This is an optimization exercise on Yosys and OpenROAD, whose aim is small area, not a production implementation.
At most, simulation tests tie the RTL to the original design; equivalence was not proved.
No activity file was given, so power comes from the tool's default toggle rates.

== the reference run ==
==> module fpu_ss, before the edit <==
module fpu_ss (
  input  logic                       clk_i,
  input  logic                       arst_n_i,
  input  logic                       issue_valid_i,
  input  logic [32-1:0]    issue_instr_i,
  input  logic [32-1:0]    issue_rs1_i,
  input  logic [4-1:0]    issue_id_i,
  output logic                       issue_ready_o,
  output logic                       issue_accept_o,
  input  logic                       result_ready_i,
  output logic                       result_valid_o,
  output logic [32-1:0]    result_data_o,
  output logic [5-1:0] result_rd_o,
  output logic [4-1:0]    result_id_o,
  output logic                       result_we_o
);
  localparam int N = 32;
  logic [6:0] opcode, funct7;
  logic [2:0] funct3;
  logic [4:0] rs1, rs2, rd;
  logic       is_sgnj, is_mvxw, is_mvwx, is_csr;
  assign opcode = issue_instr_i[6:0];
  assign funct3 = issue_instr_i[14:12];
  assign funct7 = issue_instr_i[31:25];
  assign rs1    = issue_instr_i[19:15];
  assign rs2    = issue_instr_i[24:20];
  assign rd     = issue_instr_i[11:7];
  assign is_sgnj = (opcode == 7'b1010011) && (funct7 == 7'b0010000) &&
                   (funct3[2] == 1'b0) && (funct3[1:0] != 2'b11);
  assign is_mvxw = (opcode == 7'b1010011) && (funct7 == 7'b1110000) &&
                   (rs2 == 5'd0) && (funct3 == 3'b000);
  assign is_mvwx = (opcode == 7'b1010011) && (funct7 == 7'b1111000) &&
                   (rs2 == 5'd0) && (funct3 == 3'b000);
  assign is_csr  = (opcode == 7'b1110011) && (funct3 == 3'b001) &&
                   (issue_instr_i[31:20] == 12'h002);
  assign issue_accept_o = is_sgnj | is_mvxw | is_mvwx | is_csr;
  logic [31:0]  regs_q [N];
  logic [N-1:0] vld_q;
  logic [N-1:0] wsel;
  logic [N-1:0] sel_a, sel_b;
  logic [31:0]  fa;
  logic         fb_s;
  logic         fpr_we;
  assign fpr_we = result_valid_o & result_ready_i & ~result_we_o;
  always_comb begin
    fa   = '0;
    fb_s = 1'b0;
    for (int i = 0; i < N; i++) begin
      wsel[i]  = fpr_we & (result_rd_o == i[4:0]);
      sel_a[i] = vld_q[i] & (rs1 == i[4:0]);
      sel_b[i] = vld_q[i] & (rs2 == i[4:0]);
      fa       = fa | ({32{sel_a[i]}} & regs_q[i]);
      fb_s     = fb_s | (sel_b[i] & regs_q[i][31]);
    end
  end
  always_ff @(posedge clk_i or negedge arst_n_i) begin
    if (!arst_n_i) begin
      vld_q <= '0;
    end else begin
      vld_q <= vld_q | wsel;
    end
  end
  always_ff @(posedge clk_i) begin
    for (int i = 0; i < N; i++) begin
      if (wsel[i]) regs_q[i] <= result_data_o;
    end
  end
  logic [2:0] frm_q;
  logic hazard, load;
  assign hazard = result_valid_o & ~result_we_o &
                  ((((is_sgnj | is_mvxw) & (rs1 == result_rd_o))) |
                   (is_sgnj & (rs2 == result_rd_o)));
  assign issue_ready_o = (~result_valid_o | result_ready_i) & ~hazard;
  assign load          = issue_valid_i & issue_ready_o & issue_accept_o;
  always_ff @(posedge clk_i or negedge arst_n_i) begin
    if (!arst_n_i) begin
      frm_q <= 3'b000;
    end else if (load & is_csr) begin
      frm_q <= issue_rs1_i[2:0];
    end
  end
  logic [31:0] res;
  logic        sgn;
  always_comb begin
    case (funct3[1:0])
      2'b00:   sgn = fb_s;
      2'b01:   sgn = ~fb_s;
      default: sgn = fa[31] ^ fb_s;
    endcase
    if (is_csr)       res = {29'd0, frm_q};
    else if (is_mvwx) res = issue_rs1_i;
    else if (is_mvxw) res = fa;
    else              res = {sgn, fa[30:0]};
  end
  always_ff @(posedge clk_i or negedge arst_n_i) begin
    if (!arst_n_i) begin
      result_valid_o <= 1'b0;
      result_we_o    <= 1'b0;
    end else if (load) begin
      result_valid_o <= 1'b1;
      result_we_o    <= is_mvxw | is_csr;
    end else if (result_ready_i) begin
      result_valid_o <= 1'b0;
    end
  end
  always_ff @(posedge clk_i) begin
    if (load) begin
      result_data_o <= res;
      result_rd_o   <= rd;
      result_id_o   <= issue_id_i;
    end
  end
endmodule
==> flow/config.mk <==
export PLATFORM = sky130hd
export DESIGN_NAME = fpu_ss
export DESIGN_NICKNAME = fpu_ss
export VERILOG_FILES = /design/flow/design.v
export SDC_FILE = /design/flow/constraint.sdc
export NUM_CORES = 4
export LEC_CHECK = 0
export CAP_MARGIN = 0
export CORE_MARGIN = 2
export CORE_UTILIZATION = 55
export PLACE_DENSITY = 0.7
export SLEW_MARGIN = 0
==> flow/constraint.sdc <==
create_clock -name core_clock -period 5.0 [get_ports {clk_i}]
set_input_delay 1.0000 -clock core_clock [delete_from_list [all_inputs] [get_ports {clk_i}]]
set_output_delay 1.0000 -clock core_clock [all_outputs]
set_load 0.01 [all_outputs]
standard.sh (not shown) runs the stock make flow with config.mk's settings and CLKGATE_MAP_FILE= SYNTH_SCRIPT=/design/flow/synth_recipe.tcl, a recipe that flattens the netlist after the stock synthesis.
==> flow/flow/run.sh <==
#!/bin/bash
# Standard ORFS layout with two changes: the port buffers are the smallest
# buffer, and clock tree synthesis uses larger sink clusters and no dummy loads.
set -euo pipefail
bash standard.sh finish \
  "BUFFER_PORTS_ARGS=-buffer_cell sky130_fd_sc_hd__buf_1" \
  "CTS_ARGS=-sink_clustering_enable -repair_clock_nets -dont_use_dummy_load -sink_clustering_size 30 -sink_clustering_max_diameter 80 -buf_list sky130_fd_sc_hd__clkbuf_16" \
  > standard_flow.log 2>&1
Changes in the trial run relative to the reference run:
--- a/flow/design.v
+++ b/flow/design.v
@@ -66,21 +66,23 @@
                    (rs2 == 5'd0) && (funct3 == 3'b000);
   assign is_csr  = (opcode == 7'b1110011) && (funct3 == 3'b001) &&
                    (issue_instr_i[31:20] == 12'h002);
   assign issue_accept_o = is_sgnj | is_mvxw | is_mvwx | is_csr;
-  logic [31:0]  regs_q [N];
+  logic [N-1:0][31:0] regs_q;
   logic [N-1:0] vld_q;
   logic [N-1:0] wsel;
   logic [N-1:0] sel_a, sel_b;
   logic [31:0]  fa;
   logic         fb_s;
-  logic         fpr_we;
-  assign fpr_we = result_valid_o & result_ready_i & ~result_we_o;
+  logic [N-1:0] hsel;
+  logic         fp_pend;
+  assign fp_pend = result_valid_o & ~result_we_o;
   always_comb begin
     fa   = '0;
     fb_s = 1'b0;
     for (int i = 0; i < N; i++) begin
-      wsel[i]  = fpr_we & (result_rd_o == i[4:0]);
+      hsel[i]  = ~(fp_pend & (result_rd_o == i[4:0]));
+      wsel[i]  = ~hsel[i] & result_ready_i;
       sel_a[i] = vld_q[i] & (rs1 == i[4:0]);
       sel_b[i] = vld_q[i] & (rs2 == i[4:0]);
       fa       = fa | ({32{sel_a[i]}} & regs_q[i]);
       fb_s     = fb_s | (sel_b[i] & regs_q[i][31]);
@@ -94,9 +96,9 @@
     end
   end
   always_ff @(posedge clk_i) begin
     for (int i = 0; i < N; i++) begin
-      if (wsel[i]) regs_q[i] <= result_data_o;
+      regs_q[i] <= (regs_q[i] & {32{hsel[i]}}) | (result_data_o & {32{wsel[i]}});
     end
   end
   logic [2:0] frm_q;
   logic hazard, load;
Findings:
The estimated power of the trial run ends up lower than the estimate for the reference run. The trial run against the reference run: cell count along the critical path rose by 1; clock latency on the worst-skew pair saw a decrease. In the trial run, the buffering stage count on the worst path with inverters included came out 1 below the value in the reference run. The reference run leaves less setup margin than the trial run. Worst slew margin relative to its limit was higher in the run labelled the trial run. When the trial run is measured against the reference run, its final clock period utilization by the worst path turns out 0.29 points lower.
For the trial run, only the layout was checked, not whether the RTL still works.

exp/tundra:
The RTL this note starts from:
==> flow/design.v <==
`default_nettype none
package fpu_ss_instr_pkg;
  typedef enum logic [2:0] {
    OP_NONE   = 3'd0,
    OP_SGNJ   = 3'd1,
    OP_SGNJN  = 3'd2,
    OP_SGNJX  = 3'd3,
    OP_MV_X_W = 3'd4,
    OP_MV_W_X = 3'd5,
    OP_CSRRW  = 3'd6
  } fpu_op_e;
  localparam logic [6:0] FUNCT7_SGNJ   = 7'b0010000;
  localparam logic [6:0] FUNCT7_MV_X_W = 7'b1110000;
  localparam logic [6:0] FUNCT7_MV_W_X = 7'b1111000;
  localparam logic [2:0] FUNCT3_CSRRW  = 3'b001;
endpackage
`default_nettype wire
`default_nettype none
package fpu_ss_csr_pkg;
  typedef enum logic [11:0] {
    CSR_FRM = 12'h002
  } csr_addr_e;
  typedef enum logic [3-1:0] {
    RNE = 3'b000,
    RTZ = 3'b001,
    RDN = 3'b010,
    RUP = 3'b011,
    RMM = 3'b100,
    DYN = 3'b111
  } roundmode_e;
endpackage
`default_nettype wire
`default_nettype none
module fpu_ss_aoi222 (
  input  logic a0, b0, a1, b1, a2, b2,
  output logic y
);
  assign y = ~((a0 & b0) | (a1 & b1) | (a2 & b2));
endmodule
module fpu_ss_nand2 (
  input  logic a, b,
  output logic y
);
  assign y = ~(a & b);
endmodule
module fpu_ss_nand4 (
  input  logic a, b, c, d,
  output logic y
);
  assign y = ~(a & b & c & d);
endmodule
module fpu_ss_or3 (
  input  logic a, b, c,
  output logic y
);
  assign y = a | b | c;
endmodule
module fpu_ss_rdmux (
  input  logic [31:0] sel_i,
  input  logic [31:0] d_i,
  output logic        y_o
);
  logic [11:0] t;
  logic [2:0]  u;
  for (genvar k = 0; k < 10; k++) begin : g_aoi
    fpu_ss_aoi222 aoi_i (
      .a0(sel_i[3*k]),   .b0(d_i[3*k]),
      .a1(sel_i[3*k+1]), .b1(d_i[3*k+1]),
      .a2(sel_i[3*k+2]), .b2(d_i[3*k+2]),
      .y (t[k])
    );
  end
  fpu_ss_nand2 nd0_i (.a(sel_i[30]), .b(d_i[30]), .y(t[10]));
  fpu_ss_nand2 nd1_i (.a(sel_i[31]), .b(d_i[31]), .y(t[11]));
  fpu_ss_nand4 n0_i (.a(t[0]), .b(t[1]), .c(t[2]),  .d(t[3]), .y(u[0]));
  fpu_ss_nand4 n1_i (.a(t[4]), .b(t[5]), .c(t[6]),  .d(t[7]), .y(u[1]));
  fpu_ss_nand4 n2_i (.a(t[8]), .b(t[9]), .c(t[10]), .d(t[11]), .y(u[2]));
  fpu_ss_or3   o_i  (.a(u[0]), .b(u[1]), .c(u[2]), .y(y_o));
endmodule
`default_nettype wire
`default_nettype none
module fpu_ss (
  input  logic                       clk_i,
  input  logic                       arst_n_i,
  input  logic                       issue_valid_i,
  input  logic [32-1:0]    issue_instr_i,
  input  logic [32-1:0]    issue_rs1_i,
  input  logic [4-1:0]    issue_id_i,
  output logic                       issue_ready_o,
  output logic                       issue_accept_o,
  input  logic                       result_ready_i,
  output logic                       result_valid_o,
  output logic [32-1:0]    result_data_o,
  output logic [5-1:0] result_rd_o,
  output logic [4-1:0]    result_id_o,
  output logic                       result_we_o
);
  localparam int N = 32;
  logic [6:0] opcode, funct7;
  logic [2:0] funct3;
  logic [4:0] rs1, rs2, rd;
  logic       is_sgnj, is_mvxw, is_mvwx, is_csr;
  assign opcode = issue_instr_i[6:0];
  assign funct3 = issue_instr_i[14:12];
  assign funct7 = issue_instr_i[31:25];
  assign rs1    = issue_instr_i[19:15];
  assign rs2    = issue_instr_i[24:20];
  assign rd     = issue_instr_i[11:7];
  assign is_sgnj = (opcode == 7'b1010011) && (funct7 == 7'b0010000) &&
                   (funct3[2] == 1'b0) && (funct3[1:0] != 2'b11);
  assign is_mvxw = (opcode == 7'b1010011) && (funct7 == 7'b1110000) &&
                   (rs2 == 5'd0) && (funct3 == 3'b000);
  assign is_mvwx = (opcode == 7'b1010011) && (funct7 == 7'b1111000) &&
                   (rs2 == 5'd0) && (funct3 == 3'b000);
  assign is_csr  = (opcode == 7'b1110011) && (funct3 == 3'b001) &&
                   (issue_instr_i[31:20] == 12'h002);
  assign issue_accept_o = is_sgnj | is_mvxw | is_mvwx | is_csr;
  logic [N-1:0][31:0] regs_q;
  logic         rst_q;
  logic [N-1:0] wsel;
  logic [N-1:0] sel_a, sel_b;
  logic [31:0]  fa;
  logic         fb_s;
  logic [N-1:0] hsel;
  logic         fp_pend;
  assign fp_pend = result_valid_o & ~result_we_o;
  always_comb begin
    for (int i = 0; i < N; i++) begin
      wsel[i]  = fp_pend & (result_rd_o == i[4:0]) & result_ready_i;
      hsel[i]  = ~(fp_pend & (result_rd_o == i[4:0])) & ~rst_q;
      sel_a[i] = ~rst_q & (rs1 == i[4:0]);
      sel_b[i] = ~rst_q & (rs2 == i[4:0]);
    end
  end
  for (genvar j = 0; j < 32; j++) begin : g_rd_a
    logic [N-1:0] col;
    for (genvar i = 0; i < N; i++) begin : g_col
      assign col[i] = regs_q[i][j];
    end
    fpu_ss_rdmux rd_a_i (.sel_i(sel_a), .d_i(col), .y_o(fa[j]));
  end
  logic [N-1:0] col_s;
  for (genvar i = 0; i < N; i++) begin : g_col_s
    assign col_s[i] = regs_q[i][31];
  end
  fpu_ss_rdmux rd_b_i (.sel_i(sel_b), .d_i(col_s), .y_o(fb_s));
  always_ff @(posedge clk_i or negedge arst_n_i) begin
    if (!arst_n_i) begin
      rst_q <= 1'b1;
    end else begin
      rst_q <= 1'b0;
    end
  end
  always_ff @(posedge clk_i) begin
    for (int i = 0; i < N; i++) begin
      regs_q[i] <= (regs_q[i] & {32{hsel[i]}}) | (result_data_o & {32{wsel[i]}});
    end
  end
  logic [2:0] frm_q;
  logic hazard, load;
  assign hazard = result_valid_o & ~result_we_o &
                  ((((is_sgnj | is_mvxw) & (rs1 == result_rd_o))) |
                   (is_sgnj & (rs2 == result_rd_o)));
  assign issue_ready_o = (~result_valid_o | result_ready_i) & ~hazard;
  assign load          = issue_valid_i & issue_ready_o & issue_accept_o;
  always_ff @(posedge clk_i or negedge arst_n_i) begin
    if (!arst_n_i) begin
      frm_q <= 3'b000;
    end else if (load & is_csr) begin
      frm_q <= issue_rs1_i[2:0];
    end
  end
  logic [31:0] res;
  logic        sgn;
  always_comb begin
    case (funct3[1:0])
      2'b00:   sgn = fb_s;
      2'b01:   sgn = ~fb_s;
      default: sgn = fa[31] ^ fb_s;
    endcase
    if (is_csr)       res = {29'd0, frm_q};
    else if (is_mvwx) res = issue_rs1_i;
    else if (is_mvxw) res = fa;
    else              res = {sgn, fa[30:0]};
  end
  always_ff @(posedge clk_i or negedge arst_n_i) begin
    if (!arst_n_i) begin
      result_valid_o <= 1'b0;
      result_we_o    <= 1'b0;
    end else if (load) begin
      result_valid_o <= 1'b1;
      result_we_o    <= is_mvxw | is_csr;
    end else if (result_ready_i) begin
      result_valid_o <= 1'b0;
    end
  end
  logic hold;
  assign hold = result_valid_o & ~result_ready_i;
  always_ff @(posedge clk_i) begin
    result_data_o <= (result_data_o & {32{hold}}) | (res & {32{load}});
    result_rd_o   <= (result_rd_o & {5{hold}}) | (rd & {5{load}});
    result_id_o   <= (result_id_o & {4{hold}}) | (issue_id_i & {4{load}});
  end
endmodule
`default_nettype wire
export LEC_CHECK = 0
export CAP_MARGIN = 0
export CORE_MARGIN = 2
export CORE_UTILIZATION = 55
export PLACE_DENSITY = 0.7
export SLEW_MARGIN = 0
export SYNTH_HIERARCHICAL = 1
create_clock -name core_clock -period 5.0 [get_ports {clk_i}]
==> flow/flow/run.sh <==
#!/bin/bash
# Standard ORFS layout with two changes: the port buffers are the smallest
# buffer, and clock tree synthesis uses larger sink clusters and no dummy loads.
set -euo pipefail
bash standard.sh finish \
  "BUFFER_PORTS_ARGS=-buffer_cell sky130_fd_sc_hd__buf_1" \
  "CTS_ARGS=-sink_clustering_enable -repair_clock_nets -dont_use_dummy_load -sink_clustering_size 26 -sink_clustering_max_diameter 80   -buf_list sky130_fd_sc_hd__clkbuf_16" \
  > standard_flow.log 2>&1
Relative to exp/tundra, the following input files were edited for exp/violet:
diff --git a/flow/design.v b/flow/design.v
--- a/flow/design.v
+++ b/flow/design.v
@@ -36,19 +36,25 @@
   output logic y
 );
   assign y = ~((a0 & b0) | (a1 & b1) | (a2 & b2));
 endmodule
-module fpu_ss_nand2 (
-  input  logic a, b,
-  output logic y
-);
-  assign y = ~(a & b);
+module fpu_ss_aoi22 (
+  input  logic a0, b0, a1, b1,
+  output logic y
+);
+  assign y = ~((a0 & b0) | (a1 & b1));
 endmodule
 module fpu_ss_nand4 (
   input  logic a, b, c, d,
   output logic y
 );
   assign y = ~(a & b & c & d);
+endmodule
+module fpu_ss_nand3 (
+  input  logic a, b, c,
+  output logic y
+);
+  assign y = ~(a & b & c);
 endmodule
 module fpu_ss_or3 (
   input  logic a, b, c,
   output logic y
@@ -59,9 +65,9 @@
   input  logic [31:0] sel_i,
   input  logic [31:0] d_i,
   output logic        y_o
 );
-  logic [11:0] t;
+  logic [10:0] t;
   logic [2:0]  u;
   for (genvar k = 0; k < 10; k++) begin : g_aoi
     fpu_ss_aoi222 aoi_i (
       .a0(sel_i[3*k]),   .b0(d_i[3*k]),
@@ -69,13 +75,12 @@
       .a2(sel_i[3*k+2]), .b2(d_i[3*k+2]),
       .y (t[k])
     );
   end
-  fpu_ss_nand2 nd0_i (.a(sel_i[30]), .b(d_i[30]), .y(t[10]));
-  fpu_ss_nand2 nd1_i (.a(sel_i[31]), .b(d_i[31]), .y(t[11]));
+  fpu_ss_aoi22 aoi_l_i (.a0(sel_i[30]), .b0(d_i[30]), .a1(sel_i[31]), .b1(d_i[31]), .y(t[10]));
   fpu_ss_nand4 n0_i (.a(t[0]), .b(t[1]), .c(t[2]),  .d(t[3]), .y(u[0]));
   fpu_ss_nand4 n1_i (.a(t[4]), .b(t[5]), .c(t[6]),  .d(t[7]), .y(u[1]));
-  fpu_ss_nand4 n2_i (.a(t[8]), .b(t[9]), .c(t[10]), .d(t[11]), .y(u[2]));
+  fpu_ss_nand3 n2_i (.a(t[8]), .b(t[9]), .c(t[10]),           .y(u[2]));
   fpu_ss_or3   o_i  (.a(u[0]), .b(u[1]), .c(u[2]), .y(y_o));
 endmodule
 `default_nettype wire
 `default_nettype none
@@ -115,9 +120,9 @@
   assign is_csr  = (opcode == 7'b1110011) && (funct3 == 3'b001) &&
                    (issue_instr_i[31:20] == 12'h002);
   assign issue_accept_o = is_sgnj | is_mvxw | is_mvwx | is_csr;
   logic [N-1:0][31:0] regs_q;
-  logic         rst_q;
+  logic [N-1:0] vld_q;
   logic [N-1:0] wsel;
   logic [N-1:0] sel_a, sel_b;
   logic [31:0]  fa;
   logic         fb_s;
@@ -125,12 +130,12 @@
   logic         fp_pend;
   assign fp_pend = result_valid_o & ~result_we_o;
   always_comb begin
     for (int i = 0; i < N; i++) begin
-      wsel[i]  = fp_pend & (result_rd_o == i[4:0]) & result_ready_i;
-      hsel[i]  = ~(fp_pend & (result_rd_o == i[4:0])) & ~rst_q;
-      sel_a[i] = ~rst_q & (rs1 == i[4:0]);
-      sel_b[i] = ~rst_q & (rs2 == i[4:0]);
+      hsel[i]  = ~(fp_pend & (result_rd_o == i[4:0]));
+      wsel[i]  = ~hsel[i] & result_ready_i;
+      sel_a[i] = vld_q[i] & (rs1 == i[4:0]);
+      sel_b[i] = vld_q[i] & (rs2 == i[4:0]);
     end
   end
   for (genvar j = 0; j < 32; j++) begin : g_rd_a
     logic [N-1:0] col;
@@ -145,11 +150,11 @@
   end
   fpu_ss_rdmux rd_b_i (.sel_i(sel_b), .d_i(col_s), .y_o(fb_s));
   always_ff @(posedge clk_i or negedge arst_n_i) begin
     if (!arst_n_i) begin
-      rst_q <= 1'b1;
+      vld_q <= '0;
     end else begin
-      rst_q <= 1'b0;
+      vld_q <= vld_q | wsel;
     end
   end
   always_ff @(posedge clk_i) begin
     for (int i = 0; i < N; i++) begin
--- outcome ---
- In the metrics for exp/tundra and exp/violet, the one carrying the higher proportion of power drawn by the clock network is exp/violet.
- exp/violet against exp/tundra: tightest slew margin relative to the limit rose 12 points, post-route met1 wirelength fell 9.7%.
- Average size of a mapped cell (exp/tundra / exp/violet): 1.2
- [compare] base=exp/tundra new=exp/violet: non-clock buffer count decreased 54; met1 track utilization from global routing -9.0 points.
- exp/violet — clock transition at the registers of the reported paths 0.04 ns lower, exp/tundra as reference
- Delta(final critical-path setup slack, exp/violet - exp/tundra) > 0

==> re-timing with driven ports <==
How much do the figures lean on ideal ports? The routed layouts below were timed once more, with nothing changed but the port constraints.
Step 1 sets driving cells, clkbuf_16 on the clock port and buf_2 on the other inputs (assumed; they add their load-dependent delay and slew).
Step 2, shift: input delay + t, output delay - t, t = (earliest + latest rising clock arrival at the registers) / 2. This alone moves slack from input paths to output paths.
Three values: ideal, step 1, step 2; two values: the first two.
run	t, ns	setup WS [ns]	clock arrival spread, ns
the reference run	0.688	0.957 / 0.924 / 0.579	0.092 / 0.091
the trial run	0.696	0.972 / 0.952 / 0.881	0.053 / 0.052
exp/tundra	0.708	1.006 / 0.936 / 0.666	0.055 / 0.055
exp/violet	0.689	1.013 / 0.981 / 0.826	0.054 / 0.054
After both steps setup and hold are still met in every run listed. The setup slack of the reference run, which loses most, moves by -0.033 ns with the drivers and by -0.378 ns with both steps.
